Context: an optimization exercise on an open-source flow, tuned for small area, a short achievable clock period and few clock cycles per item. The choices shown serve that exercise and are no tape-out recipe.
No functional check of the RTL was part of any run shown here.
Power figures rest on the tool's default switching activity, not on a simulated workload.

==> design/flow/config.mk <==
export PLATFORM = sky130hd
export DESIGN_NAME = led_chain_chase_encoder_unit
export DESIGN_NICKNAME = led_chain_chase_encoder_unit
export VERILOG_FILES = /design/flow/design.v
export SDC_FILE = /design/flow/constraint.sdc
export NUM_CORES = 4
export LEC_CHECK = 0
export CAP_MARGIN = 20
export CORE_MARGIN = 2
export CORE_UTILIZATION = 40
export SETUP_SLACK_MARGIN = 2.2
export SLEW_MARGIN = 20
==> design/flow/constraint.sdc <==
create_clock -name core_clock -period 4.5 [get_ports {clk_i}]
set_input_delay 0.9000 -clock core_clock [delete_from_list [all_inputs] [get_ports {clk_i}]]
set_output_delay 0.9000 -clock core_clock [all_outputs]
set_load 0.01 [all_outputs]
==> design/flow/design.v <==
`default_nettype none
package lcce_pkg;
  localparam int unsigned CHAIN_LENGTH = 12;
  localparam int unsigned PIX_W        = 24;
  localparam int unsigned STEP_W       = 16;
  localparam int unsigned ADDR_W       = 5;
  localparam int unsigned DATA_W       = 32;
  localparam logic [7:0] RST_BLINK_PERIOD  = 8'd1;
  localparam logic [3:0] RST_ACTIVE_PIXELS = 4'd12;
  localparam logic [2:0] RST_DIM_SHIFT     = 3'd6;
  localparam logic [7:0] RST_ZERO_CODE     = 8'd31;
  localparam logic [7:0] RST_ONE_CODE      = 8'd61;
endpackage
`default_nettype wire
`default_nettype none
module lcce_regs (
  input  logic                          clk_i,
  input  logic                          rst_ni,
  input  logic                          psel,
  input  logic                          penable,
  input  logic                          pwrite,
  input  logic [lcce_pkg::ADDR_W-1:0]   paddr,
  input  logic [lcce_pkg::DATA_W-1:0]   pwdata,
  output logic [lcce_pkg::DATA_W-1:0]   prdata,
  output logic                          wr_o,
  output logic [7:0]                    period_o,
  output logic [3:0]                    active_pixels_o,
  output logic [2:0]                    dim_shift_o,
  output logic [7:0]                    zero_code_o,
  output logic [7:0]                    one_code_o
);
  logic [7:0] bp_q, zc_q, oc_q;
  logic [3:0] ap_q;
  logic [2:0] ds_q;
  logic [7:0] rd_d, rd_q;
  logic       wr_en;
  logic       bz_q;
  assign wr_en = psel && penable && pwrite;
  always_ff @(posedge clk_i or negedge rst_ni) begin
    if (!rst_ni) begin
      bp_q <= lcce_pkg::RST_BLINK_PERIOD;
      bz_q <= 1'b0;
      ap_q <= lcce_pkg::RST_ACTIVE_PIXELS;
      ds_q <= lcce_pkg::RST_DIM_SHIFT;
      zc_q <= lcce_pkg::RST_ZERO_CODE;
      oc_q <= lcce_pkg::RST_ONE_CODE;
    end else if (wr_en) begin
      case (paddr[4:2])
        3'd0: begin
          bp_q <= pwdata[7:0];
          bz_q <= (pwdata[7:0] == 8'd0);
        end
        3'd1: ap_q <= pwdata[3:0];
        3'd2: ds_q <= pwdata[2:0];
        3'd3: zc_q <= pwdata[7:0];
        3'd4: oc_q <= pwdata[7:0];
        default: ;
      endcase
    end
  end
  always_comb begin
    case (paddr[4:2])
      3'd0:    rd_d = bp_q;
      3'd1:    rd_d = {4'd0, ap_q};
      3'd2:    rd_d = {5'd0, ds_q};
      3'd3:    rd_d = zc_q;
      3'd4:    rd_d = oc_q;
      default: rd_d = 8'd0;
    endcase
  end
  always_ff @(posedge clk_i) begin
    rd_q <= rd_d;
  end
  assign wr_o            = wr_en;
  assign prdata          = {24'd0, rd_q};
  assign period_o        = {bp_q[7:1], bp_q[0] | bz_q};
  assign active_pixels_o = ap_q;
  assign dim_shift_o     = ds_q;
  assign zero_code_o     = zc_q;
  assign one_code_o      = oc_q;
endmodule
`default_nettype wire
`default_nettype none
module lcce_front (
  input  logic                          clk_i,
  input  logic                          rst_ni,
  input  logic [7:0]                    period_i,
  input  logic                          cfg_wr_i,
  input  logic                          in_valid_i,
  input  logic                          take_i,
  input  logic [lcce_pkg::STEP_W-1:0]   step_index_i,
  output logic                          ready_next_o,
  output logic                          lit_o
);
  logic [7:0]  pe_q;
  logic [9:0]  p3_q;
  logic        cfg_ok_q;
  logic [7:0]  rem_q, rem_d, rem_top;
  logic [3:0]  cnt_q;
  logic        first_q;
  logic [1:0]  bits_q, bits_d, top;
  logic [1:0]  lo1, lo2, lo3;
  logic [7:0]  q1, q2, q3;
  logic [2:0]  nl1, nl2, nl3;
  logic [1:0]  l1_q, l2_q, l3_q;
  logic        b1_q, b2_q, b3_q;
  logic [8:0]  u1, u2, u3;
  logic        ge1, ge2, ge3;
  logic        s0, s1, s2, s3;
  logic        clear;
  always_comb begin
    case (cnt_q[2:0])
      3'd0: bits_d = step_index_i[13:12];
      3'd1: bits_d = step_index_i[11:10];
      3'd2: bits_d = step_index_i[9:8];
      3'd3: bits_d = step_index_i[7:6];
      3'd4: bits_d = step_index_i[5:4];
      3'd5: bits_d = step_index_i[3:2];
      default: bits_d = step_index_i[1:0];
    endcase
  end
  assign top = step_index_i[15:14];
  always_comb begin
    rem_top = {6'd0, top};
    if (pe_q[7:2] == 6'd0) begin
      case (pe_q[1:0])
        2'd1:    rem_top = 8'd0;
        2'd2:    rem_top = {7'd0, top[0]};
        2'd3:    rem_top = (top == 2'd3) ? 8'd0 : {6'd0, top};
        default: rem_top = {6'd0, top};
      endcase
    end
  end
  assign lo1 = pe_q[1:0];
  assign lo2 = {pe_q[0], 1'b0};
  assign lo3 = p3_q[1:0];
  assign q1  = {2'b00, pe_q[7:2]};
  assign q2  = {1'b0, pe_q[7:1]};
  assign q3  = p3_q[9:2];
  assign nl1 = {1'b0, bits_d} - {1'b0, lo1};
  assign nl2 = {1'b0, bits_d} - {1'b0, lo2};
  assign nl3 = {1'b0, bits_d} - {1'b0, lo3};
  assign u1 = {1'b0, rem_q} + {1'b0, ~q1} + {8'd0, !b1_q};
  assign u2 = {1'b0, rem_q} + {1'b0, ~q2} + {8'd0, !b2_q};
  assign u3 = {1'b0, rem_q} + {1'b0, ~q3} + {8'd0, !b3_q};
  assign ge1 = u1[8];
  assign ge2 = u2[8];
  assign ge3 = u3[8];
  assign s3 = !first_q && ge3;
  assign s2 = !first_q && ge2 && !ge3;
  assign s1 = !first_q && ge1 && !ge2;
  assign s0 = !first_q && !ge1;
  assign rem_d = ({8{s3}}      & {u3[5:0], l3_q})
               | ({8{s2}}      & {u2[5:0], l2_q})
               | ({8{s1}}      & {u1[5:0], l1_q})
               | ({8{s0}}      & {rem_q[5:0], bits_q})
               | ({8{first_q}} & rem_top);
  assign clear = !in_valid_i || !cfg_ok_q;
  always_ff @(posedge clk_i or negedge rst_ni) begin
    if (!rst_ni) begin
      cnt_q    <= '0;
      first_q  <= 1'b1;
      cfg_ok_q <= 1'b0;
    end else begin
      cfg_ok_q <= !cfg_wr_i;
      if (clear || take_i) begin
        cnt_q   <= '0;
        first_q <= 1'b1;
      end else if (!cnt_q[3]) begin
        cnt_q   <= cnt_q + 4'd1;
        first_q <= 1'b0;
      end
    end
  end
  always_ff @(posedge clk_i) begin
    if (!cnt_q[3]) begin
      rem_q  <= rem_d;
      bits_q <= bits_d;
      b1_q   <= nl1[2];
      b2_q   <= nl2[2];
      b3_q   <= nl3[2];
      l1_q   <= nl1[1:0];
      l2_q   <= nl2[1:0];
      l3_q   <= nl3[1:0];
    end
  end
  always_ff @(posedge clk_i) begin
    pe_q <= period_i;
    p3_q <= {2'b00, period_i} + {1'b0, period_i, 1'b0};
  end
  assign ready_next_o = in_valid_i && !take_i && cfg_ok_q && (cnt_q[3] || cnt_q[2:1] == 2'b11);
  assign lit_o        = (rem_q == 8'd0);
endmodule
`default_nettype wire
`default_nettype none
module lcce_queue (
  input  logic                clk_i,
  input  logic                rst_ni,
  input  logic                shift_i,
  input  logic                lit_i,
  input  logic                fix_i,
  input  logic [23:0]         pixel_i,
  input  logic [11:0]         pix_sel_i,
  input  logic [2:0]          byte_sel_i,
  output logic [11:0]         flags_o,
  output logic [7:0]          byte_o
);
  localparam int N = lcce_pkg::CHAIN_LENGTH;
  logic [N*24-1:0] chain_q;
  logic [N-1:0]    flag_q;
  always_ff @(posedge clk_i or negedge rst_ni) begin
    if (!rst_ni) begin
      flag_q <= '0;
    end else if (shift_i) begin
      flag_q <= {flag_q[N-2:0], 1'b0};
    end else if (fix_i) begin
      flag_q[0] <= lit_i;
    end
  end
  always_ff @(posedge clk_i) begin
    if (shift_i) chain_q <= {chain_q[(N-1)*24-1:0], pixel_i};
  end
  always_comb begin
    byte_o = '0;
    for (int i = 0; i < N; i++) begin
      byte_o = byte_o | ({8{pix_sel_i[i] & byte_sel_i[0]}} & chain_q[i*24+16 +: 8])
                      | ({8{pix_sel_i[i] & byte_sel_i[1]}} & chain_q[i*24+8  +: 8])
                      | ({8{pix_sel_i[i] & byte_sel_i[2]}} & chain_q[i*24    +: 8]);
    end
  end
  assign flags_o = flag_q;
endmodule
`default_nettype wire
`default_nettype none
module lcce_back (
  input  logic        clk_i,
  input  logic        rst_ni,
  input  logic [3:0]  active_pixels_i,
  input  logic [7:0]  zero_code_i,
  input  logic        take_i,
  input  logic        fix_i,
  input  logic        lit_i,
  input  logic [11:0] flags_i,
  output logic        reads_done_next_o,
  output logic [11:0] pix_sel_o,
  output logic [2:0]  byte_sel_o,
  input  logic [7:0]  byte_i,
  output logic        out_valid_o,
  input  logic        out_stall_i,
  output logic [7:0]  bits_o,
  output logic [7:0]  bits_n_o,
  output logic [7:0]  zero_code_o,
  output logic        reset_slot_o
);
  logic [3:0]  n_q, pix_q, pix_d, pix_inc;
  logic [11:0] pm_q, pm_d, inc_oh;
  logic [2:0]  sel_q, sel_d;
  logic        busy_q, busy_d, pend_q, pend_d, ov_q, ov_d, rs_q, rs_d;
  logic [7:0]  e_q, e_d, en_q, zc_q, zc_d;
  logic        lit_f_q, frame_lit;
  logic        out_free, at_rslot, start;
  always_ff @(posedge clk_i) begin
    n_q <= (active_pixels_i > 4'd12) ? 4'd12 : active_pixels_i;
  end
  always_ff @(posedge clk_i) begin
    if (fix_i) lit_f_q <= lit_i;
  end
  assign frame_lit = fix_i ? lit_i : lit_f_q;
  assign out_free = !ov_q || !out_stall_i;
  assign at_rslot = (pix_q == n_q);
  assign start    = take_i || pend_q;
  assign pix_inc  = pix_q + 4'd1;
  always_comb begin
    inc_oh = '0;
    for (int i = 1; i < 12; i++) begin
      if (int'(pix_inc) == i) inc_oh[i] = 1'b1;
    end
  end
  always_comb begin
    busy_d = busy_q;
    pend_d = pend_q;
    pix_d  = pix_q;
    pm_d   = pm_q;
    sel_d  = sel_q;
    ov_d   = ov_q;
    e_d    = e_q;
    zc_d   = zc_q;
    rs_d   = rs_q;
    if (!busy_q) begin
      if (out_free) ov_d = 1'b0;
      if (take_i) begin
        busy_d = 1'b1;
        pix_d  = '0;
        pm_d   = 12'd1;
        sel_d  = 3'd1;
      end
    end else if (out_free) begin
      ov_d = 1'b1;
      if (at_rslot) begin
        e_d    = '0;
        zc_d   = '0;
        rs_d   = 1'b1;
        pend_d = 1'b0;
        if (start) begin
          pix_d = '0;
          pm_d  = 12'd1;
          sel_d = 3'd1;
        end else begin
          busy_d = 1'b0;
        end
      end else begin
        e_d   = byte_i & {8{frame_lit}};
        zc_d  = zero_code_i;
        rs_d  = 1'b0;
        sel_d = {sel_q[1:0], sel_q[2]};
        if (sel_q[2]) begin
          pix_d = pix_inc;
          pm_d  = inc_oh & flags_i;
        end
      end
    end else if (take_i) begin
      pend_d = 1'b1;
    end
  end
  always_ff @(posedge clk_i or negedge rst_ni) begin
    if (!rst_ni) begin
      busy_q <= 1'b0;
      pend_q <= 1'b0;
      ov_q   <= 1'b0;
    end else begin
      busy_q <= busy_d;
      pend_q <= pend_d;
      ov_q   <= ov_d;
    end
  end
  always_ff @(posedge clk_i) begin
    pix_q <= pix_d;
    pm_q  <= pm_d;
    sel_q <= sel_d;
    e_q   <= e_d;
    en_q  <= ~e_d;
    zc_q  <= zc_d;
    rs_q  <= rs_d;
  end
  assign reads_done_next_o = !busy_d || ((pix_d == n_q) && !pend_d);
  assign pix_sel_o    = pm_q;
  assign byte_sel_o   = sel_q;
  assign out_valid_o  = ov_q;
  assign bits_o       = e_q;
  assign bits_n_o     = en_q;
  assign zero_code_o  = zc_q;
  assign reset_slot_o = rs_q;
endmodule
`default_nettype wire
`default_nettype none
module led_chain_chase_encoder_unit (
  input  logic                          clk_i,
  input  logic                          rst_ni,
  input  logic                          psel,
  input  logic                          penable,
  input  logic                          pwrite,
  input  logic [lcce_pkg::ADDR_W-1:0]   paddr,
  input  logic [lcce_pkg::DATA_W-1:0]   pwdata,
  output logic [lcce_pkg::DATA_W-1:0]   prdata,
  output logic                          pready,
  input  logic                          in_valid_i,
  output logic                          in_stall_o,
  input  logic [lcce_pkg::STEP_W-1:0]   step_index_i,
  input  logic [7:0]                    red_i,
  input  logic [7:0]                    green_i,
  input  logic [7:0]                    blue_i,
  output logic                          out_valid_o,
  input  logic                          out_stall_i,
  output logic [7:0]                    bit7_code_o,
  output logic [7:0]                    bit6_code_o,
  output logic [7:0]                    bit5_code_o,
  output logic [7:0]                    bit4_code_o,
  output logic [7:0]                    bit3_code_o,
  output logic [7:0]                    bit2_code_o,
  output logic [7:0]                    bit1_code_o,
  output logic [7:0]                    bit0_code_o,
  output logic                          reset_slot_o,
  output logic                          last_of_frame_o
);
  logic [7:0]  period, zero_code, one_code, zero_eff;
  logic [11:0] flags;
  logic [3:0]  active_pixels;
  logic [2:0]  dim_shift;
  logic        acc_q, fix_q, take, ready_next, reads_done_next, lit;
  logic [11:0] pix_sel;
  logic [2:0]  byte_sel;
  logic        cfg_wr;
  logic [7:0]  rd_byte, bits, bits_n;
  logic        rslot;
  logic [23:0] pixel;
  assign pready = 1'b1;
  lcce_regs u_regs (
    .clk_i           (clk_i),
    .rst_ni          (rst_ni),
    .psel            (psel),
    .penable         (penable),
    .pwrite          (pwrite),
    .paddr           (paddr),
    .pwdata          (pwdata),
    .prdata          (prdata),
    .wr_o            (cfg_wr),
    .period_o        (period),
    .active_pixels_o (active_pixels),
    .dim_shift_o     (dim_shift),
    .zero_code_o     (zero_code),
    .one_code_o      (one_code)
  );
  lcce_front u_front (
    .clk_i          (clk_i),
    .rst_ni         (rst_ni),
    .period_i       (period),
    .cfg_wr_i       (cfg_wr),
    .in_valid_i     (in_valid_i),
    .take_i         (take),
    .step_index_i   (step_index_i),
    .ready_next_o   (ready_next),
    .lit_o          (lit)
  );
  always_ff @(posedge clk_i or negedge rst_ni) begin
    if (!rst_ni) begin
      acc_q <= 1'b0;
      fix_q <= 1'b0;
    end else begin
      acc_q <= !acc_q && ready_next && reads_done_next;
      fix_q <= take;
    end
  end
  assign in_stall_o = !acc_q;
  assign take       = acc_q && in_valid_i;
  assign pixel      = {green_i >> dim_shift, red_i >> dim_shift, blue_i >> dim_shift};
  lcce_queue u_chain (
    .clk_i   (clk_i),
    .rst_ni  (rst_ni),
    .shift_i (take),
    .lit_i   (lit),
    .fix_i   (fix_q),
    .pixel_i (pixel),
    .pix_sel_i  (pix_sel),
    .byte_sel_i (byte_sel),
    .flags_o    (flags),
    .byte_o  (rd_byte)
  );
  lcce_back u_back (
    .clk_i             (clk_i),
    .rst_ni            (rst_ni),
    .active_pixels_i   (active_pixels),
    .zero_code_i       (zero_code),
    .take_i            (take),
    .fix_i             (fix_q),
    .lit_i             (lit),
    .flags_i           (flags),
    .reads_done_next_o (reads_done_next),
    .pix_sel_o         (pix_sel),
    .byte_sel_o        (byte_sel),
    .byte_i            (rd_byte),
    .out_valid_o       (out_valid_o),
    .out_stall_i       (out_stall_i),
    .bits_o            (bits),
    .bits_n_o          (bits_n),
    .zero_code_o       (zero_eff),
    .reset_slot_o      (rslot)
  );
  function automatic logic [7:0] code(input logic e, input logic en,
                                      input logic [7:0] one, input logic [7:0] zero);
    code[3:0] = e  ? one[3:0]  : zero[3:0];
    code[7:4] = en ? zero[7:4] : one[7:4];
  endfunction
  assign bit7_code_o     = code(bits[7], bits_n[7], one_code, zero_eff);
  assign bit6_code_o     = code(bits[6], bits_n[6], one_code, zero_eff);
  assign bit5_code_o     = code(bits[5], bits_n[5], one_code, zero_eff);
  assign bit4_code_o     = code(bits[4], bits_n[4], one_code, zero_eff);
  assign bit3_code_o     = code(bits[3], bits_n[3], one_code, zero_eff);
  assign bit2_code_o     = code(bits[2], bits_n[2], one_code, zero_eff);
  assign bit1_code_o     = code(bits[1], bits_n[1], one_code, zero_eff);
  assign bit0_code_o     = code(bits[0], bits_n[0], one_code, zero_eff);
  assign reset_slot_o    = rslot;
  assign last_of_frame_o = rslot;
endmodule
`default_nettype wire
==> design/flow/run.sh <==
#!/bin/bash
# synth_recipe.tcl (not shown) runs the flow's synth.tcl, then flattens the netlist and writes it again
# the make line also repeats each setting of config.mk as NAME=value (left out here)
make -C /OpenROAD-flow-scripts/flow DESIGN_CONFIG=/design/flow/config.mk WORK_HOME=/design/flow/orfs CLKGATE_MAP_FILE= SYNTH_SCRIPT=/design/flow/synth_recipe.tcl finish
==> flow_metrics.py, run 1 <==
metrics = {
    "status": {
        "run_status": "finished clean",
    },
    "clock_network": {
        "cts_buffers": 47,
        "ctsHtreeMaxLevel": 2,
        "cts.path.max_buffers": 3,
        "cts_root_buf": "clkbuf_16",
        "clock_latency_ns": 0.59,
        "path_clk_slew_ns": 0.06,
        "tritoncts": "built",
        "clkSinkCount": 434,
    },
    "worst_setup_path": {
        "crit_path_cell_trace": "buf_6, buf_12, fa_2, fa_2, a21o_1, a21oi_2, o21ai_1, o211a_1, a32oi_2, o211ai_1",
        "critPathKind": "reg -> reg",
        "r2r_slack_ns": 1.76,
        "r2r-end": "u_front.rem_q[7]",
        "worstSetupEndpointType": "flip-flop",
        "path_common_cell": "fa_2",
        "r2r_start": "u_front.rem_q[0]",
        "critical_path.max_stage_delay_ns": 0.43,
        "rr_worst_depth": 10,
        "critPathRequiredTime_ns": 4.81,
        "crit_slowest_cell": "edfxtp_1",
        "cp_max_fo": 4,
        "cp.arrival_ns": 3.05,
        "critPathLaunchType": "flip-flop",
    },
    "cells_and_area": {
        "layout.cells.non_filler": 2254,
        "fin_nets": 1740,
        "final_util": 0.526,
        "drive_gt1_frac": 0.328,
        "fill_cells": 3894,
        "area_growth_syn_to_layout_pct": 29.4,
    },
    "detailed_routing": {
        "viasPerCell": 5.60,
        "drt-pass1-iter-count": 6,
        "drc": 0,
        "drt_iter0_drc": 1201,
        "postRouteAntennaNets": 0,
        "vias": 12630,
        "routed_wl_um": 51200,
        "avgRoutedWirePerCell_um": 22.7,
    },
    "global_route": {
        "grt_pass1_wl_um": 76900,
        "grt_pass1_vias": 12478,
        "grt_max_degree": 122,
        "antenna_found_initial": 5,
        "overflow": 0,
        "grt.total_usage": 0.203,
    },
    "die": {
        "start_util": 0.406,
        "rows": 79,
        "placeableCoreArea_um2": 46700,
        "die-area_um2": 49100,
        "die_x_um": 222,
        "die-height_um": 222,
        "ios": 185,
    },
    "synth": {
        "synth_enable_flop_cells": 337,
        "ys_seq_area_frac": 0.652,
        "syn_area_per_cell_um2": 14.4,
        "ys_ff_latch": 434,
        "syn_area_um2": 18900,
        "syn_inst": 1316,
        "yosysWarnings": 5,
        "ys_dominant_reg_cell": "edfxtp_1",
        "ys_async_sr_fraction": 0.127,
        "synth.distinct_cells": 72,
    },
    "timing": {
        "slew_violations": 0,
        "worst_pin_slew_ns": 0.857,
        "rsz0062_at_grt": "true",
        "hold_viol": 0,
        "timing.final.crit_period_ns": 2.74,
        "skew_ns": 0.0297,
        "setup_viol": 0,
        "timing.final.crit_share": 0.608,
        "slew_headroom": 0.429,
        "fmax_mhz": 365,
    },
    "pwr": {
        "vdd.ir_drop.worst_mv": 0.380,
        "p_leak_uw": 0.00942,
        "power_density_nw_per_um2": 477,
    },
    "min_path": {
        "holdCritPathClass": "in -> async",
    },
    "place": {
        "dp.cells": 2011,
        "io_buffer_count": 133,
        "dp_hpwl_um": 32900,
        "globalplace.congestion": 0.839,
    },
    "flow_run": {
        "drv_cap": 0,
    },
}
[through the flow]
stage / instance area, um^2 / setup TNS, ns / hold WS [ns] / setup slack, ns / power (uW)
3_3_place_gp: 21000 / 0 / 0.427 / 1.01 / 7190
4_1_cts: 24000 / 0 / 0.303 / 1.79 / 11600
2_1_floorplan: 19100 / -382.50 / 0.411 / -1.56 / 6440
5_1_grt: 24500 / 0 / 0.328 / 1.67 / 12200
6_report: 24500 / 0 / 0.311 / 1.76 / 11700
3_5_place_dp: 21000 / 0 / 0.428 / 0.957 / 7220
[metal layers]
layer / vias to the layer above / wire length (um) / track usage
met4: 4 / 1320 / 0.0682
met5: - / 28 / 0
met2: 464 / 24100 / 0.326
li1: 5684 / - / -
met3: 84 / 3390 / 0.0371
met1: 6394 / 22400 / 0.280
[logic make-up after synthesis]
logic type	share of synthesized area
flops	0.652
compound gates	0.121
simple gates	0.0501
mux	0.0905
xor+xnor	0.0129
fa+ha+maj	0.0353
buf+inv	0.0372
other cells	0.000396
[timing repair]
item                                    4_1_cts  5_1_grt
pin swaps                                    30       24
setup buffers                               130       25
hold buffers                                  0        0
resized for setup                           453       98
endpoints found under the setup margin      149      114
[critical path: cells and delay by family (launching register included)]
family,cells,cell delay (ns)
AOI/OAI and AO/OA,6,1.02
adders and majority gates,2,0.75
buffers and inverters,2,0.28
DFF,1,0.43
[registers in the layout, summed over array words and instances (netlist names), 2 cells and up, named ones only]
register and count:
u_back.en_q 8, u_back.n_q 4, u_back.pix_q 4, u_back.pm_q 12, u_back.sel_q 3, u_back.zc_q 8, u_chain.chain_q 288, u_chain.flag_q 12
u_front.cnt_q 4, u_front.l2_q 2, u_front.l3_q 2, u_front.p3_q 9, u_front.pe_q 8, u_front.rem_q 8, u_regs.ap_q 4, u_regs.bp_q 8
u_regs.ds_q 3, u_regs.oc_q 8, u_regs.rd_q 8, u_regs.zc_q 8
[how the worst max path moves through the flow]
stage                      from                to  cells past startpoint
6_report       u_front.rem_q[0]  u_front.rem_q[7]                     10
3_5_place_dp        out_stall_i             acc_q                      9
3_3_place_gp        out_stall_i             acc_q                      9
2_1_floorplan        in_valid_i             acc_q                      7
5_1_grt        u_front.rem_q[0]  u_front.rem_q[5]                      9
4_1_cts        u_front.rem_q[0]  u_front.rem_q[5]                      9
[cell usage in the layout, fill, tap and decap left out, types with 21 or more instances in the layout]
master / netlist / final
clkbuf_16: 0 / 48
a22oi_1: 62 / 59
buf_4: 26 / 112
ha_1: 39 / 34
a22o_1: 54 / 54
conb_1: 2 / 25
a21oi_1: 33 / 26
edfxtp_1: 337 / 337
nand3_1: 23 / 21
o21ai_0: 42 / 31
a221oi_1: 32 / 30
nor2_1: 28 / 28
dfrtp_1: 39 / 32
clkdlybuf4s50_1: 0 / 52
mux2_4: 0 / 38
mux2i_1: 42 / 42
dfxtp_1: 42 / 30
inv_1: 59 / 55
buf_6: 2 / 123
nand2_1: 49 / 46
mux2_2: 111 / 73
[cell usage after synthesis (3+ instances only)]
cell        n  area [um^2]
nand2_1    49          184
nand4_1     7         43.8
nor3_1     13         65.1
buf_1       9         33.8
xor2_1     17          149
ha_1       39          488
a21oi_1    33          165
and3_1     12         75.1
nor4b_1     4         35.0
mux2i_1    42          420
a21o_1     11         82.6
a22oi_1    62          465
dfrtp_1    39          976
dfstp_2    16          420
o21ai_0    42          210
o21bai_1    6         45.0
o22ai_1     7         43.8
and2_1     13         81.3
a32oi_1     6         52.6
a31oi_1     9         56.3
buf_4      26          195
edfxtp_1  337        10100
or2_2       5         31.3
a221oi_1   32          280
xnor2_1    11         96.3
mux2_2    111         1250
a41o_1      4         40.0
inv_1      59          221
clkbuf_1   52          195
dfxtp_1    42          841
o211ai_1    7         52.6
nor2b_1    11         68.8
a22o_1     54          473
nor2_1     28          105
nor4_1      7         43.8
a41oi_1     3         26.3
nand2b_1    6         37.5
a222oi_1   10          100
fa_1        9          180
nand3_1    23          115
[where the power goes]
part	internal (uW)	switching [uW]	leakage, uW
clock network	2320	1600	0.000771
registers	4620	305	0.00406
logic	1480	1360	0.00459
total	8420	3270	0.00942
[final cells by class]
| type | count | area, um^2 | share of cell area |
|---|---|---|---|
| clock buffer | 65 | 1290 | 0.0528 |
| antenna | 2 | 5.00 | 0.000204 |
| tap | 607 | 759 | 0.0310 |
| inverter | 62 | 245 | 0.0100 |
| sequential | 434 | 12400 | 0.505 |
| clock inverter | 21 | 279 | 0.0114 |
| timing repair buffer | 312 | 3040 | 0.124 |
| multi-input combinational | 751 | 6500 | 0.265 |
==> run 2: changes to the inputs <==
--- a/design/flow/config.mk
+++ b/design/flow/config.mk
@@ -10,3 +10,3 @@
 export CORE_UTILIZATION = 40
-export SETUP_SLACK_MARGIN = 2.2
+export SETUP_SLACK_MARGIN = 2.6
 export SLEW_MARGIN = 20
==> run 2 against run 1 <==
Clock skew increased by 0.017 ns. Count of clock-buffer cells in the layout decreased by 6. Global-route usage rose by 0.67 points. Largest cell class unchanged. Via count rose by 1.6%. Flip-flop and latch count unchanged. Combinational power is 4% higher. Critical path depth down 7. Highest routed layer unchanged. Sequential power about the same. Clock power down 4%.
==> flow_metrics.py, run 2 <==
metrics = {
    "die": {
        "ios": 185,
        "start_util": 0.406,
        "rows": 79,
        "die-height_um": 222,
        "die_x_um": 222,
        "die-area_um2": 49100,
        "placeableCoreArea_um2": 46700,
    },
    "synth": {
        "syn_area_um2": 18900,
        "yosys.area.top_type": "edfxtp_1",
        "yosysMostFrequentCell": "edfxtp_1",
        "synth.distinct_cells": 72,
        "yosysWarnings": 5,
        "syn_inst": 1316,
        "synth_enable_flop_cells": 337,
        "ys_dominant_reg_cell": "edfxtp_1",
        "synth_area_leaders": "edfxtp_1 53%, mux2_2 6.6%, dfrtp_1 5.2%",
        "ys_ff_latch": 434,
        "ys_seq_area_frac": 0.652,
        "yosys.area.top_type_share": 0.534,
        "ys_async_sr_fraction": 0.127,
        "syn_area_per_cell_um2": 14.4,
        "synth_common_cells": "337 x edfxtp_1, 111 x mux2_2, 62 x a22oi_1, 59 x inv_1, 54 x a22o_1",
    },
    "global_route": {
        "grt_pass1_vias": 12936,
        "antenna_found_initial": 3,
        "grt_pass1_wl_um": 79400,
        "overflow": 0,
        "grt.total_usage": 0.210,
        "grt_max_degree": 77,
    },
    "pwr": {
        "pwr-share-seq": 0.423,
        "power_density_nw_per_um2": 453,
        "p_int_uw": 8320,
        "swShare": 0.285,
        "p_leak_uw": 0.00991,
        "power_switching_uw": 3320,
        "clkPwrFrac": 0.323,
        "combPwrFrac": 0.254,
        "vdd.ir_drop.worst_mv": 0.354,
    },
    "place": {
        "post-place-ws_ns": 0.969,
        "dp_hpwl_um": 33000,
        "io_buffer_count": 133,
        "placed_cell_area_um2": 21100,
        "dp.cells": 2016,
        "globalplace.congestion": 0.857,
    },
    "clock_network": {
        "clock_latency_ns": 0.60,
        "clkSinkCount": 434,
        "tritoncts": "built",
        "cts_root_buf": "clkbuf_16",
        "cts.path.max_buffers": 3,
        "ctsHtreeMaxLevel": 2,
        "cts_buffers": 47,
        "path_clk_slew_ns": 0.06,
    },
    "worst_setup_path": {
        "r2r_slack_ns": 1.84,
        "crit_slowest_cell": "edfxtp_1",
        "crit_path_cell_trace": "buf_6, mux2_4, buf_6",
        "cp_top_family": "flip-flops",
        "critPathRequiredTime_ns": 3.60,
        "critPathLaunchType": "flip-flop",
        "worstSetupEndpointType": "primary output",
        "cp.arrival_ns": 1.76,
        "critPathKind": "reg -> out",
        "path_common_cell": "buf_6",
        "critPathBufInv": 2,
        "critical_path.max_stage_delay_ns": 0.55,
        "cp_max_fo": 5,
    },
    "flow_run": {
        "drv_cap": 0,
    },
    "timing": {
        "skew_ns": 0.0471,
        "timing.final.ws_setup_ns": 1.84,
        "timing.final.crit_period_ns": 2.66,
        "worst_pin_slew_ns": 0.996,
        "timing.final.crit_share": 0.591,
        "fmax_mhz": 376,
        "setup_viol": 0,
        "slew_violations": 0,
        "hold_viol": 0,
        "rsz0062_at_grt": "true",
        "slew_headroom": 0.336,
    },
    "cells_and_area": {
        "final_cell_mix": "337 x edfxtp_1, 157 x buf_6, 134 x buf_4, 56 x mux2_2, 55 x mux2_4",
        "fin_nets": 1804,
        "top_regs": "u_chain.chain_q (288), u_back.pm_q (12), u_chain.flag_q (12)",
        "final_util": 0.550,
        "drive_gt1_frac": 0.404,
        "finalInstanceArea_um2": 25700,
        "largest_reg_flops": 288,
        "area_growth_syn_to_layout_pct": 35.5,
        "regMostFlops": "u_chain.chain_q",
        "layout_commonest_cell": "edfxtp_1",
        "layout.cells.non_filler": 2315,
        "fill_cells": 3717,
    },
    "detailed_routing": {
        "drt-pass1-iter-count": 5,
        "vias": 12836,
        "routed_wl_um": 53100,
        "viasPerCell": 5.54,
        "drt_iter0_drc": 1305,
        "avgRoutedWirePerCell_um": 22.9,
        "drc": 0,
        "postRouteAntennaNets": 0,
    },
    "status": {
        "run_status": "finished clean",
    },
    "min_path": {
        "holdCritPathClass": "reg -> reg",
    },
}
## run 2: repair_timing
| action | in CTS | in global routing |
|---|---|---|
| gates resized for setup | 568 | 171 |
| gates cloned | 3 | 0 |
| endpoints found under the hold margin | 0 | 0 |
| hold buffers | 0 | 0 |
| endpoints found under the setup margin | 498 | 282 |
| buffers inserted | 167 | 44 |
| pin swaps | 64 | 53 |
## run 2: power by group through the flow
stage          registers (uW)  clock network (uW)  logic [uW]
3_5_place_dp             5040                   0        2210
2_1_floorplan            4850                   0        1620
4_1_cts                  4910                3810        2730
3_3_place_gp             5030                   0        2180
5_1_grt                  4960                3970        3210
6_report                 4930                3760        2950
## run 2: logic make-up (layout without fill, tap and decap cells)
kind of cell / count (synthesis) / count (layout) / share of synthesized area
flip-flops: 434 / 434 / 0.652
AO/OA/AOI/OAI: 309 / 309 / 0.121
AND/OR/NAND/NOR: 186 / 186 / 0.0501
multiplexers: 155 / 155 / 0.0905
buffers and inverters: 154 / 522 / 0.0372
adder cells (fa/ha/maj): 48 / 48 / 0.0353
XOR/XNOR: 28 / 28 / 0.0129
other: 2 / 26 / 0.000396
## run 2: final timing paths
kind                            cells after the start                  end           startpoint
worst max-delay path                                3       bit4_code_o[3]            flip-flop
min in group asynchronous                           1    u_chain.flag_q[7]               rst_ni
worst max register to register                      9     u_front.rem_q[7]     u_front.rem_q[0]
worst min-delay path                                0  u_chain.chain_q[72]  u_chain.chain_q[48]
worst min register to register                      0  u_chain.chain_q[72]  u_chain.chain_q[48]
max in group asynchronous                           2       u_regs.zc_q[4]               rst_ni
## run 2: worst reg2reg max path, stage by stage (launching register included)
cell and delay (ns):
edfxtp_1 0.49, buf_6 0.17, fa_2 0.37, fa_2 0.37, a21o_1 0.19, a21oi_4 0.17, o21ai_1 0.11, o211a_1 0.20
a32oi_1 0.21, o211ai_1 0.12
## run 2: stage by stage
step	setup TNS [ns]	power [uW]	hold WS, ns
after global placement	0	7220	0.429
after CTS	0	11400	0.422
after floorplan	-382.50	6470	0.411
after global routing	0	12100	0.441
after detailed placement	0	7250	0.431
final	0	11600	0.425
## run 2: layer usage
| layer | vias to the layer above | track usage | share of wire |
|---|---|---|---|
| met5 | - | 0 | 0.00026 |
| met4 | 2 | 0.0595 | 0.024 |
| met3 | 85 | 0.0333 | 0.061 |
| met2 | 422 | 0.343 | 0.48 |
| met1 | 6529 | 0.291 | 0.44 |
| li1 | 5798 | - | - |
## run 2: final cells by class
cell class	count	area, um^2	area share
flip-flops and latches	434	12400	0.483
multi-input cells	751	7000	0.273
repair buffers	376	3770	0.147
clock buffers	59	1250	0.0488
well taps	607	759	0.0296
inverters	62	245	0.00955
clock inverters	25	236	0.00921
diodes	1	2.50	0.0000974
==> run 3: changes to the inputs <==
--- a/design/flow/design.v
+++ b/design/flow/design.v
@@ -99,12 +99,7 @@
   logic [3:0]  cnt_q;
-  logic        first_q;
+  logic        first_q, late_q, lit_hold_q;
   logic [1:0]  bits_q, bits_d, top;
-  logic [1:0]  lo1, lo2, lo3;
-  logic [7:0]  q1, q2, q3;
-  logic [2:0]  nl1, nl2, nl3;
-  logic [1:0]  l1_q, l2_q, l3_q;
-  logic        b1_q, b2_q, b3_q;
-  logic [8:0]  u1, u2, u3;
-  logic        ge1, ge2, ge3;
-  logic        s0, s1, s2, s3;
+  logic [9:0]  t;
+  logic [10:0] s1, s2, s3;
+  logic        sel0, sel1, sel2, sel3;
   logic        clear;
@@ -133,25 +128,14 @@
   end
-  assign lo1 = pe_q[1:0];
-  assign lo2 = {pe_q[0], 1'b0};
-  assign lo3 = p3_q[1:0];
-  assign q1  = {2'b00, pe_q[7:2]};
-  assign q2  = {1'b0, pe_q[7:1]};
-  assign q3  = p3_q[9:2];
-  assign nl1 = {1'b0, bits_d} - {1'b0, lo1};
-  assign nl2 = {1'b0, bits_d} - {1'b0, lo2};
-  assign nl3 = {1'b0, bits_d} - {1'b0, lo3};
-  assign u1 = {1'b0, rem_q} + {1'b0, ~q1} + {8'd0, !b1_q};
-  assign u2 = {1'b0, rem_q} + {1'b0, ~q2} + {8'd0, !b2_q};
-  assign u3 = {1'b0, rem_q} + {1'b0, ~q3} + {8'd0, !b3_q};
-  assign ge1 = u1[8];
-  assign ge2 = u2[8];
-  assign ge3 = u3[8];
-  assign s3 = !first_q && ge3;
-  assign s2 = !first_q && ge2 && !ge3;
-  assign s1 = !first_q && ge1 && !ge2;
-  assign s0 = !first_q && !ge1;
-  assign rem_d = ({8{s3}}      & {u3[5:0], l3_q})
-               | ({8{s2}}      & {u2[5:0], l2_q})
-               | ({8{s1}}      & {u1[5:0], l1_q})
-               | ({8{s0}}      & {rem_q[5:0], bits_q})
+  assign t  = {rem_q, bits_q};
+  assign s1 = {1'b0, t} - {3'b000, pe_q};
+  assign s2 = {1'b0, t} - {2'b00, pe_q, 1'b0};
+  assign s3 = {1'b0, t} - {1'b0, p3_q};
+  assign sel3 = !first_q && !s3[10];
+  assign sel2 = !first_q && s3[10] && !s2[10];
+  assign sel1 = !first_q && s2[10] && !s1[10];
+  assign sel0 = !first_q && s1[10];
+  assign rem_d = ({8{sel3}}    & s3[7:0])
+               | ({8{sel2}}    & s2[7:0])
+               | ({8{sel1}}    & s1[7:0])
+               | ({8{sel0}}    & t[7:0])
                | ({8{first_q}} & rem_top);
@@ -168,3 +152,3 @@
         first_q <= 1'b1;
-      end else if (!cnt_q[3]) begin
+      end else if (cnt_q != 4'd9) begin
         cnt_q   <= cnt_q + 4'd1;
@@ -175,12 +159,6 @@
   always_ff @(posedge clk_i) begin
-    if (!cnt_q[3]) begin
-      rem_q  <= rem_d;
-      bits_q <= bits_d;
-      b1_q   <= nl1[2];
-      b2_q   <= nl2[2];
-      b3_q   <= nl3[2];
-      l1_q   <= nl1[1:0];
-      l2_q   <= nl2[1:0];
-      l3_q   <= nl3[1:0];
-    end
+    rem_q  <= rem_d;
+    bits_q <= bits_d;
+    late_q <= cnt_q[3];
+    if (cnt_q == 4'd8) lit_hold_q <= (rem_q == 8'd0);
   end
@@ -191,3 +169,3 @@
   assign ready_next_o = in_valid_i && !take_i && cfg_ok_q && (cnt_q[3] || cnt_q[2:1] == 2'b11);
-  assign lit_o        = (rem_q == 8'd0);
+  assign lit_o        = late_q ? lit_hold_q : (rem_q == 8'd0);
 endmodule
@@ -243,3 +221,3 @@
   input  logic [11:0] flags_i,
-  output logic        reads_done_next_o,
+  output logic        take_ok_next_o,
   output logic [11:0] pix_sel_o,
@@ -250,3 +228,2 @@
   output logic [7:0]  bits_o,
-  output logic [7:0]  bits_n_o,
   output logic [7:0]  zero_code_o,
@@ -254,9 +231,12 @@
 );
-  logic [3:0]  n_q, pix_q, pix_d, pix_inc;
-  logic [11:0] pm_q, pm_d, inc_oh;
-  logic [2:0]  sel_q, sel_d;
-  logic        busy_q, busy_d, pend_q, pend_d, ov_q, ov_d, rs_q, rs_d;
-  logic [7:0]  e_q, e_d, en_q, zc_q, zc_d;
-  logic        lit_f_q, frame_lit;
-  logic        out_free, at_rslot, start;
+  logic [3:0]  n_q;
+  logic        ov_q, ov_d, rs_q, rs_d, pend_q, pend_d;
+  logic [3:0]  pix_q, pix_d, pix_inc;
+  logic [11:0] pm_q, pm_d, pm_nx, inc_oh;
+  logic [2:0]  bs_q, bs_d, bs_nx;
+  logic [3:0]  pix_nx;
+  logic        ov_nx, rs_nx, start_nx;
+  logic        lit_cur_q, lit_cur_d, lit_new_q, lit_new;
+  logic [7:0]  e_q, zc_q;
+  logic        out_free, last_q, last_d;
   always_ff @(posedge clk_i) begin
@@ -265,9 +245,8 @@
   always_ff @(posedge clk_i) begin
-    if (fix_i) lit_f_q <= lit_i;
+    if (fix_i) lit_new_q <= lit_i;
   end
-  assign frame_lit = fix_i ? lit_i : lit_f_q;
+  assign lit_new = fix_i ? lit_i : lit_new_q;
   assign out_free = !ov_q || !out_stall_i;
-  assign at_rslot = (pix_q == n_q);
-  assign start    = take_i || pend_q;
   assign pix_inc  = pix_q + 4'd1;
+  assign last_q   = ov_q && !rs_q && bs_q[2] && (pix_inc == n_q);
   always_comb begin
@@ -279,45 +258,51 @@
   always_comb begin
-    busy_d = busy_q;
-    pend_d = pend_q;
-    pix_d  = pix_q;
-    pm_d   = pm_q;
-    sel_d  = sel_q;
-    ov_d   = ov_q;
-    e_d    = e_q;
-    zc_d   = zc_q;
-    rs_d   = rs_q;
-    if (!busy_q) begin
-      if (out_free) ov_d = 1'b0;
-      if (take_i) begin
-        busy_d = 1'b1;
-        pix_d  = '0;
-        pm_d   = 12'd1;
-        sel_d  = 3'd1;
-      end
-    end else if (out_free) begin
-      ov_d = 1'b1;
-      if (at_rslot) begin
-        e_d    = '0;
-        zc_d   = '0;
-        rs_d   = 1'b1;
-        pend_d = 1'b0;
-        if (start) begin
-          pix_d = '0;
-          pm_d  = 12'd1;
-          sel_d = 3'd1;
+    ov_nx    = 1'b1;
+    rs_nx    = 1'b0;
+    pix_nx   = pix_q;
+    pm_nx    = pm_q;
+    bs_nx    = {bs_q[1:0], 1'b0};
+    start_nx = 1'b0;
+    if (ov_q && !rs_q) begin
+      if (bs_q[2]) begin
+        bs_nx = 3'b001;
+        if (pix_inc == n_q) begin
+          rs_nx = 1'b1;
+          pm_nx = '0;
         end else begin
-          busy_d = 1'b0;
+          pix_nx = pix_inc;
+          pm_nx  = inc_oh & flags_i;
         end
+      end
+    end else if (pend_q) begin
+      start_nx = 1'b1;
+      pix_nx   = '0;
+      bs_nx    = 3'b001;
+      if (n_q == 4'd0) begin
+        rs_nx = 1'b1;
+        pm_nx = '0;
       end else begin
-        e_d   = byte_i & {8{frame_lit}};
-        zc_d  = zero_code_i;
-        rs_d  = 1'b0;
-        sel_d = {sel_q[1:0], sel_q[2]};
-        if (sel_q[2]) begin
-          pix_d = pix_inc;
-          pm_d  = inc_oh & flags_i;
-        end
+        pm_nx = 12'd1;
       end
-    end else if (take_i) begin
-      pend_d = 1'b1;
+    end else begin
+      ov_nx = 1'b0;
+      pm_nx = '0;
+    end
+  end
+  always_comb begin
+    if (out_free) begin
+      ov_d   = ov_nx;
+      rs_d   = rs_nx;
+      pix_d  = pix_nx;
+      pm_d   = pm_nx;
+      bs_d   = bs_nx;
+      pend_d = (pend_q && !start_nx) || take_i;
+      lit_cur_d = start_nx ? lit_new : lit_cur_q;
+    end else begin
+      ov_d   = ov_q;
+      rs_d   = rs_q;
+      pix_d  = pix_q;
+      pm_d   = take_i ? {pm_q[10:0], 1'b0} : pm_q;
+      bs_d   = bs_q;
+      pend_d = pend_q || take_i;
+      lit_cur_d = lit_cur_q;
     end
@@ -326,9 +311,7 @@
     if (!rst_ni) begin
-      busy_q <= 1'b0;
-      pend_q <= 1'b0;
       ov_q   <= 1'b0;
+      pend_q <= 1'b0;
     end else begin
-      busy_q <= busy_d;
-      pend_q <= pend_d;
       ov_q   <= ov_d;
+      pend_q <= pend_d;
     end
@@ -336,16 +319,17 @@
   always_ff @(posedge clk_i) begin
-    pix_q <= pix_d;
-    pm_q  <= pm_d;
-    sel_q <= sel_d;
-    e_q   <= e_d;
-    en_q  <= ~e_d;
-    zc_q  <= zc_d;
-    rs_q  <= rs_d;
-  end
-  assign reads_done_next_o = !busy_d || ((pix_d == n_q) && !pend_d);
-  assign pix_sel_o    = pm_q;
-  assign byte_sel_o   = sel_q;
+    rs_q      <= rs_d;
+    pix_q     <= pix_d;
+    pm_q      <= pm_d;
+    bs_q      <= bs_d;
+    lit_cur_q <= lit_cur_d;
+    e_q       <= byte_i & {8{lit_cur_d}};
+    zc_q      <= rs_d ? 8'd0 : zero_code_i;
+  end
+  assign pix_sel_o = out_free ? pm_nx : pm_q;
+  assign byte_sel_o = bs_d;
+  assign last_d = ov_d && !rs_d && bs_d[2] && ((pix_d + 4'd1) == n_q);
+  assign take_ok_next_o = !pend_d &&
+                          (!ov_d || rs_d || (last_d && pix_d != 4'd11));
   assign out_valid_o  = ov_q;
   assign bits_o       = e_q;
-  assign bits_n_o     = en_q;
   assign zero_code_o  = zc_q;
@@ -392,3 +376,3 @@
   logic        cfg_wr;
-  logic [7:0]  rd_byte, bits, bits_n;
+  logic [7:0]  rd_byte, bits;
   logic        rslot;
@@ -456,3 +440,3 @@
     .flags_i           (flags),
-    .reads_done_next_o (reads_done_next),
+    .take_ok_next_o    (reads_done_next),
     .pix_sel_o         (pix_sel),
@@ -463,3 +447,2 @@
     .bits_o            (bits),
-    .bits_n_o          (bits_n),
     .zero_code_o       (zero_eff),
@@ -467,15 +450,10 @@
   );
-  function automatic logic [7:0] code(input logic e, input logic en,
-                                      input logic [7:0] one, input logic [7:0] zero);
-    code[3:0] = e  ? one[3:0]  : zero[3:0];
-    code[7:4] = en ? zero[7:4] : one[7:4];
-  endfunction
-  assign bit7_code_o     = code(bits[7], bits_n[7], one_code, zero_eff);
-  assign bit6_code_o     = code(bits[6], bits_n[6], one_code, zero_eff);
-  assign bit5_code_o     = code(bits[5], bits_n[5], one_code, zero_eff);
-  assign bit4_code_o     = code(bits[4], bits_n[4], one_code, zero_eff);
-  assign bit3_code_o     = code(bits[3], bits_n[3], one_code, zero_eff);
-  assign bit2_code_o     = code(bits[2], bits_n[2], one_code, zero_eff);
-  assign bit1_code_o     = code(bits[1], bits_n[1], one_code, zero_eff);
-  assign bit0_code_o     = code(bits[0], bits_n[0], one_code, zero_eff);
+  assign bit7_code_o     = bits[7] ? one_code : zero_eff;
+  assign bit6_code_o     = bits[6] ? one_code : zero_eff;
+  assign bit5_code_o     = bits[5] ? one_code : zero_eff;
+  assign bit4_code_o     = bits[4] ? one_code : zero_eff;
+  assign bit3_code_o     = bits[3] ? one_code : zero_eff;
+  assign bit2_code_o     = bits[2] ? one_code : zero_eff;
+  assign bit1_code_o     = bits[1] ? one_code : zero_eff;
+  assign bit0_code_o     = bits[0] ? one_code : zero_eff;
   assign reset_slot_o    = rslot;
--- a/design/flow/config.mk
+++ b/design/flow/config.mk
@@ -9,4 +9,6 @@
 export CORE_MARGIN = 2
-export CORE_UTILIZATION = 40
-export SETUP_SLACK_MARGIN = 2.6
+export CORE_UTILIZATION = 60
+export CTS_CLUSTER_DIAMETER = 80
+export CTS_CLUSTER_SIZE = 24
+export SETUP_SLACK_MARGIN = 2.3
 export SLEW_MARGIN = 20
==> run 3 against run 2 <==
Clock power decreased by about 40%. First-iteration DRC count increased by 39%. Register-to-register slack got worse by 0.32 ns. Cell count decreased by 7.0%. Critical endpoint is now u_back.e_q[1]. Largest cell class unchanged.
==> flow_metrics.py, run 3 <==
metrics = {
    "status": {
        "run_status": "finished clean",
    },
    "timing": {
        "timing.final.crit_share": 0.661,
        "rsz0062_at_grt": "true",
        "worst_pin_slew_ns": 0.695,
        "slew_violations": 0,
        "slew_headroom": 0.537,
        "finalSetupTns_ns": 0,
        "timing.final.ws_setup_ns": 1.52,
        "skew_ns": 0.0268,
        "setup_viol": 0,
        "timing.final.crit_period_ns": 2.98,
        "hold_viol": 0,
        "fmax_mhz": 336,
    },
    "clock_network": {
        "cts_buffers": 22,
        "tritoncts": "built",
        "ctsHtreeMaxLevel": 1,
        "clock_latency_ns": 0.55,
        "cts_hold_buf": 0,
        "clkSinkCount": 421,
        "cts.path.max_buffers": 3,
        "path_clk_slew_ns": 0.09,
        "cts_root_buf": "clkbuf_16",
    },
    "synth": {
        "syn_area_um2": 19000,
        "yosys.area.top_type_share": 0.475,
        "syn_area_per_cell_um2": 13.2,
        "ys_dominant_reg_cell": "edfxtp_1",
        "ys_seq_area_frac": 0.617,
        "synth_enable_flop_cells": 301,
        "ys_async_sr_fraction": 0.128,
        "synth.distinct_cells": 80,
        "synth_common_cells": "301 x edfxtp_1, 114 x mux2_2, 94 x nand2_1, 70 x nor2_1, 69 x a22oi_1",
        "ys_ff_latch": 421,
        "syn_inst": 1441,
        "yosys.area.top_type": "edfxtp_1",
        "yosysMostFrequentCell": "edfxtp_1",
        "yosysWarnings": 5,
        "synth_area_leaders": "edfxtp_1 48%, dfxtp_1 6.9%, mux2_2 6.7%",
    },
    "pwr": {
        "vdd.ir_drop.worst_mv": 0.299,
        "power_density_nw_per_um2": 404,
        "p_leak_uw": 0.00912,
    },
    "cells_and_area": {
        "final_cell_mix": "301 x edfxtp_1, 119 x buf_4, 115 x buf_6, 89 x nand2_1, 67 x mux2_2",
        "drive_gt1_frac": 0.332,
        "largest_reg_flops": 288,
        "final_util": 0.775,
        "top_regs": "u_chain.chain_q (288), u_back.pm_q (12), u_chain.flag_q (12)",
        "regMostFlops": "u_chain.chain_q",
        "fin_nets": 1868,
        "area_growth_syn_to_layout_pct": 27.8,
        "layout_commonest_cell": "edfxtp_1",
        "antenna_cells": 0,
    },
    "worst_setup_path": {
        "crit_start": "u_back.pix_q[0]",
        "r2r_start": "u_back.pix_q[0]",
        "critPathKind": "reg -> reg",
        "cp.arrival_ns": 3.40,
        "worstSetupEndpointType": "flip-flop",
        "cp_max_fo": 7,
        "critPathRequiredTime_ns": 4.93,
        "critPathLaunchType": "flip-flop",
    },
    "global_route": {
        "antenna_found_initial": 1,
        "grt_pass1_vias": 13575,
        "grt.total_usage": 0.330,
        "grt_pass1_wl_um": 82500,
        "grt_max_degree": 119,
        "overflow": 0,
    },
    "place": {
        "io_buffer_count": 133,
        "dp_hpwl_um": 36200,
        "globalplace.congestion": 0.886,
        "post-place-ws_ns": 0.468,
    },
    "die": {
        "die-area_um2": 33100,
        "placeableCoreArea_um2": 31400,
        "start_util": 0.606,
        "ios": 185,
        "die_x_um": 182,
        "die-height_um": 182,
        "rows": 65,
    },
    "detailed_routing": {
        "viasPerCell": 6.51,
        "top_layer_used": "met4",
        "routed-wl-met2_um": 26200,
        "drc": 0,
        "routed_wl_um": 56600,
        "postRouteAntennaNets": 0,
        "vias": 14025,
        "avgRoutedWirePerCell_um": 26.3,
        "wl_met3_um": 6050,
        "drt_iter0_drc": 1811,
        "drt-pass1-iter-count": 6,
        "drt-met1-wl_um": 22000,
    },
    "min_path": {
        "holdCritPathClass": "in -> async",
    },
    "flow_run": {
        "drv_cap": 0,
    },
}
run 3: cell types whose count changed after synthesis, moves of 13 or more:
cell,change
a22o_1,-33
a222oi_1,+20
edfxtp_1,-36
a221oi_1,-18
clkbuf_1,-19
dfxtp_1,+24
nor2_1,+42
nand2_1,+45
buf_2,+13
run 3: final cells by class:
type                       count  area (um^2)
sequential                   421        11800
multi-input combinational    898         7720
fill                        1868         7080
timing repair buffer         334         3370
clock buffer                  34          638
tap                          402          503
inverter                      57          233
clock inverter                 6         58.8
timing repair inverter         1         5.00
run 3: cell families after synthesis:
kind of cell / after synthesis / share of synthesized area
compound gates: 350 / 0.135
xor+xnor: 31 / 0.0162
fa+ha+maj: 49 / 0.0338
buf+inv: 146 / 0.0352
flops: 421 / 0.617
mux: 151 / 0.0869
other cells: 2 / 0.000395
simple gates: 291 / 0.0756
run 3: worst max-delay path, stage by stage (launching register included):
cell and delay, ns:
dfxtp_4 0.38, buf_12 0.13, ha_4 0.18, nand2b_4 0.14, o32a_1 0.34, nor3b_4 0.37, a32o_2 0.39, and2_4 0.22
buf_6 0.14, a22o_1 0.17, a221oi_1 0.07, a31oi_2 0.30
run 3: through the flow:
stage	instance area, um^2	instances	power (uW)	hold WS (ns)
global route	24300	2153	10200	0.311
global placement	21200	1958	6970	0.419
floorplan	19600	1464	6250	0.399
detailed placement	21200	1958	7030	0.419
CTS	23600	2114	9620	0.287
finish	24300	2153	9820	0.271
run 3: final timing paths:
check | to | slack [ns] | depth (start not counted)
worst max-delay path | u_back.e_q[1] | 1.52 | 11
worst min-delay path | u_chain.flag_q[11] | 0.27 | 1
worst max register to register | u_back.e_q[1] | 1.52 | 11
worst min register to register | u_chain.chain_q[199] | 0.43 | 0
max in group asynchronous | u_regs.oc_q[1] | 3.31 | 2
min in group core_clock | u_chain.chain_q[199] | 0.43 | 0
run 3: what timing repair did:
item                       in CTS  in global routing
gates cloned                    5                  1
pin swaps                      52                 37
setup endpoints to repair     425                213
setup buffers                 111                 38
gates resized for setup       438                115
run 3: power by group:
group | internal [uW] | switching [uW] | total [uW]
Combinational | 1490 | 1370 | 2860
Clock | 1030 | 1230 | 2260
Sequential | 4380 | 326 | 4710
Total | 6900 | 2920 | 9820
run 3: routing by layer:
metal  track usage  up-vias
li1              -     6092
met1         0.454     6888
met2         0.536      890
met3        0.0583      155
met4         0.116        0
met5             0        -
==> run 4: changes to the inputs <==
--- a/design/flow/config.mk
+++ b/design/flow/config.mk
@@ -12,3 +12,3 @@
 export CTS_CLUSTER_SIZE = 24
-export SETUP_SLACK_MARGIN = 2.3
+export SETUP_SLACK_MARGIN = 2.6
 export SLEW_MARGIN = 20
==> run 4 against run 3 <==
Largest cell class unchanged. Highest routed layer unchanged. Still clean on timing, DRC and antenna. Non-clock buffer count grew 31. Clock skew shrank 0.0034 ns. Cell count grew 1.4%. Critical endpoint is now u_back.e_q[6]. Critical path type unchanged.
==> flow_metrics.py, run 4 <==
metrics = {
    "timing": {
        "hold_viol": 0,
        "slew_headroom": 0.610,
        "slew_violations": 0,
        "timing.final.crit_share": 0.654,
        "fmax_mhz": 340,
        "timing.final.ws_setup_ns": 1.56,
        "finalSetupTns_ns": 0,
        "timing.final.crit_period_ns": 2.94,
        "skew_ns": 0.0234,
        "setup_viol": 0,
        "rsz0062_at_grt": "true",
        "worst_pin_slew_ns": 0.585,
    },
    "detailed_routing": {
        "drt-pass1-iter-count": 7,
        "drt_iter0_drc": 1695,
        "drc": 0,
        "viasPerCell": 6.51,
        "avgRoutedWirePerCell_um": 26.8,
        "vias": 14209,
        "postRouteAntennaNets": 0,
        "routed_wl_um": 58600,
    },
    "die": {
        "ios": 185,
        "die_x_um": 182,
        "die-height_um": 182,
        "die-area_um2": 33100,
        "start_util": 0.606,
        "rows": 65,
        "placeableCoreArea_um2": 31400,
    },
    "synth": {
        "syn_area_um2": 19000,
        "synth_enable_flop_cells": 301,
        "ys_dominant_reg_cell": "edfxtp_1",
        "synth_area_leaders": "edfxtp_1 48%, dfxtp_1 6.9%, mux2_2 6.7%",
        "ys_ff_latch": 421,
        "yosys.area.top_type": "edfxtp_1",
        "synth.distinct_cells": 80,
        "yosys.area.top_type_share": 0.475,
        "yosysWarnings": 5,
        "syn_inst": 1441,
        "ys_async_sr_fraction": 0.128,
        "yosysMostFrequentCell": "edfxtp_1",
        "synth_common_cells": "301 x edfxtp_1, 114 x mux2_2, 94 x nand2_1, 70 x nor2_1, 69 x a22oi_1",
        "ys_seq_area_frac": 0.617,
        "syn_area_per_cell_um2": 13.2,
    },
    "pwr": {
        "power.total_uw": 10100,
        "clkPwrFrac": 0.222,
        "swShare": 0.303,
        "vdd.ir_drop.worst_mv": 0.453,
        "p_leak_uw": 0.00934,
        "power_density_nw_per_um2": 405,
        "p_int_uw": 7010,
        "power_switching_uw": 3040,
        "pwr-share-seq": 0.470,
        "combPwrFrac": 0.308,
    },
    "global_route": {
        "grt_util_met2": 0.534,
        "grt_use_met1": 0.470,
        "grt_util_met3": 0.0750,
        "grt_pass1_wl_um": 84600,
        "grt.total_usage": 0.339,
        "grt_max_degree": 80,
        "busiest_layer": "met2",
        "grt_pass1_vias": 13751,
        "antenna_found_initial": 1,
        "overflow": 0,
    },
    "place": {
        "post-place-ws_ns": 0.418,
        "dp_hpwl_um": 36200,
        "globalplace.congestion": 0.862,
        "placed_cell_area_um2": 21300,
        "io_buffer_count": 133,
    },
    "worst_setup_path": {
        "cp_max_fo": 7,
        "rr_worst_depth": 12,
        "cp.arrival_ns": 3.40,
        "critPathRequiredTime_ns": 4.95,
        "worstSetupEndpointType": "flip-flop",
        "critPathKind": "reg -> reg",
        "critPathLaunchType": "flip-flop",
        "r2r_slack_ns": 1.56,
        "r2r-end": "u_back.e_q[6]",
        "r2r_start": "u_back.pix_q[0]",
    },
    "cells_and_area": {
        "regMostFlops": "u_chain.chain_q",
        "largest_reg_flops": 288,
        "drive_gt1_frac": 0.363,
        "final_cell_mix": "301 x edfxtp_1, 140 x buf_4, 139 x buf_6, 90 x nand2_1, 67 x mux2_4",
        "layout_commonest_cell": "edfxtp_1",
        "antenna_cells": 0,
        "area_growth_syn_to_layout_pct": 30.3,
        "top_regs": "u_chain.chain_q (288), u_back.pm_q (12), u_chain.flag_q (12)",
        "fin_nets": 1898,
        "finalInstanceArea_um2": 24800,
    },
    "min_path": {
        "holdCritPathClass": "in -> async",
    },
    "clock_network": {
        "ctsHtreeMaxLevel": 1,
        "cts_root_buf": "clkbuf_16",
        "clock_latency_ns": 0.57,
        "clkSinkCount": 421,
        "tritoncts": "built",
        "path_clk_slew_ns": 0.10,
        "cts_buffers": 22,
        "cts.path.max_buffers": 3,
    },
    "flow_run": {
        "drv_cap": 0,
    },
    "status": {
        "run_status": "finished clean",
    },
}
run 4: cell counts after synthesis:
No cell type changed its count.
run 4: timing repair:
action                     in CTS  in global routing
pin swaps                      73                 35
resized for setup             534                141
buffers inserted              126                 50
gates cloned                    8                  1
hold buffers                    0                  0
setup endpoints to repair     479                321
run 4: cell families after synthesis:
family / Yosys count / share of synthesized area
multiplexers: 151 / 0.0869
other: 2 / 0.000395
XOR/XNOR: 31 / 0.0162
flip-flops: 421 / 0.617
AND/OR/NAND/NOR: 291 / 0.0756
adder cells (fa/ha/maj): 49 / 0.0338
buffers and inverters: 146 / 0.0352
AO/OA/AOI/OAI: 350 / 0.135
run 4: area by class of cell:
| class | instances | area (um^2) |
|---|---|---|
| Sequential cell | 421 | 11800 |
| Multi-Input combinational cell | 898 | 7860 |
| Fill cell | 1856 | 6600 |
| Timing Repair Buffer | 365 | 3720 |
| Clock buffer | 35 | 621 |
| Tap cell | 402 | 503 |
| Inverter | 57 | 235 |
| Clock inverter | 5 | 47.5 |
run 4: power groups by stage:
stage	Combinational (uW)	Sequential (uW)	Clock, uW
finish	3090	4720	2240
global route	3330	4750	2380
CTS	2830	4700	2240
detailed placement	2260	4800	0
global placement	2220	4800	0
floorplan	1660	4620	0
run 4: worst max-delay path, cell delays in order (launching register included):
cell and delay (ns):
dfxtp_4 0.41, inv_4 0.05, ha_4 0.29, xnor2_4 0.13, nand4b_1 0.15, nor3b_4 0.22
a32o_2 0.31, and2_4 0.19, a222oi_1 0.31, nand3_1 0.15, nor4_2 0.31, a21oi_1 0.13
buf_4 0.18
run 4: worst max path at each step:
stage,startpoint,to,cells past startpoint
2_1_floorplan,in_valid_i,u_chain.chain_q[0],3
3_3_place_gp,out_stall_i,u_back.e_q[0],11
3_5_place_dp,out_stall_i,u_back.e_q[0],11
4_1_cts,u_regs.oc_q[3],bit3_code_o[3],3
5_1_grt,u_back.pix_q[0],u_back.e_q[5],12
6_report,u_back.pix_q[0],u_back.e_q[6],12
run 4: routing by layer:
layer,part of all wire,vias to the layer above
met5,0,-
met4,0.037,0
met3,0.11,160
met2,0.46,904
met1,0.39,6990
li1,-,6155
run 4: per-stage QoR:
step	util	cells	hold WS, ns
final	0.790	2183	0.323
after global routing	0.790	2183	0.365
after CTS	0.763	2132	0.446
after detailed placement	0.679	1958	0.433
after global placement	0.679	1958	0.427
after floorplan	-	1464	0.412

[what the ideal ports hide]
How much do the figures lean on ideal ports? The routed layouts below were timed once more, with nothing changed but the port constraints. Step 1 (the two cells are an assumption about what drives the block):
set clk [get_ports {clk_i}]
set_driving_cell -lib_cell sky130_fd_sc_hd__clkbuf_16 $clk
set_driving_cell -lib_cell sky130_fd_sc_hd__buf_2 [delete_from_list [all_inputs] $clk]
Step 2 adds t to the input delays and takes it off the output delays; t is the mean of the earliest and latest rising clock arrival at the registers after step 1. Input paths then give back, and output paths get back, about the clock's delay inside the block. a / b / c = ideal / step 1 / step 2; a / b = the first two.
| run | t (ns) | setup slack, ns | worst hold slack (ns) | slew at the worst register clock pin (ns) | cell pins on the clock port's net |
|---|---|---|---|---|---|
| run 1 | 0.634 | 1.764 / 1.764 / 1.551 | 0.311 / 0.273 / 0.433 | 0.06 / 0.06 | 1 |
| run 2 | 0.630 | 1.840 / 1.782 / 1.590 | 0.425 / 0.425 / 0.425 | 0.06 / 0.06 | 1 |
| run 3 | 0.592 | 1.525 / 1.525 / 1.008 | 0.271 / 0.244 / 0.433 | 0.10 / 0.10 | 1 |
| run 4 | 0.607 | 1.556 / 1.556 / 1.141 | 0.323 / 0.294 / 0.449 | 0.10 / 0.10 | 1 |
After both steps every run listed still meets setup and hold. For run 3, which loses most, drivers alone change the setup slack by 0.000 ns; drivers and shift together by -0.517 ns.
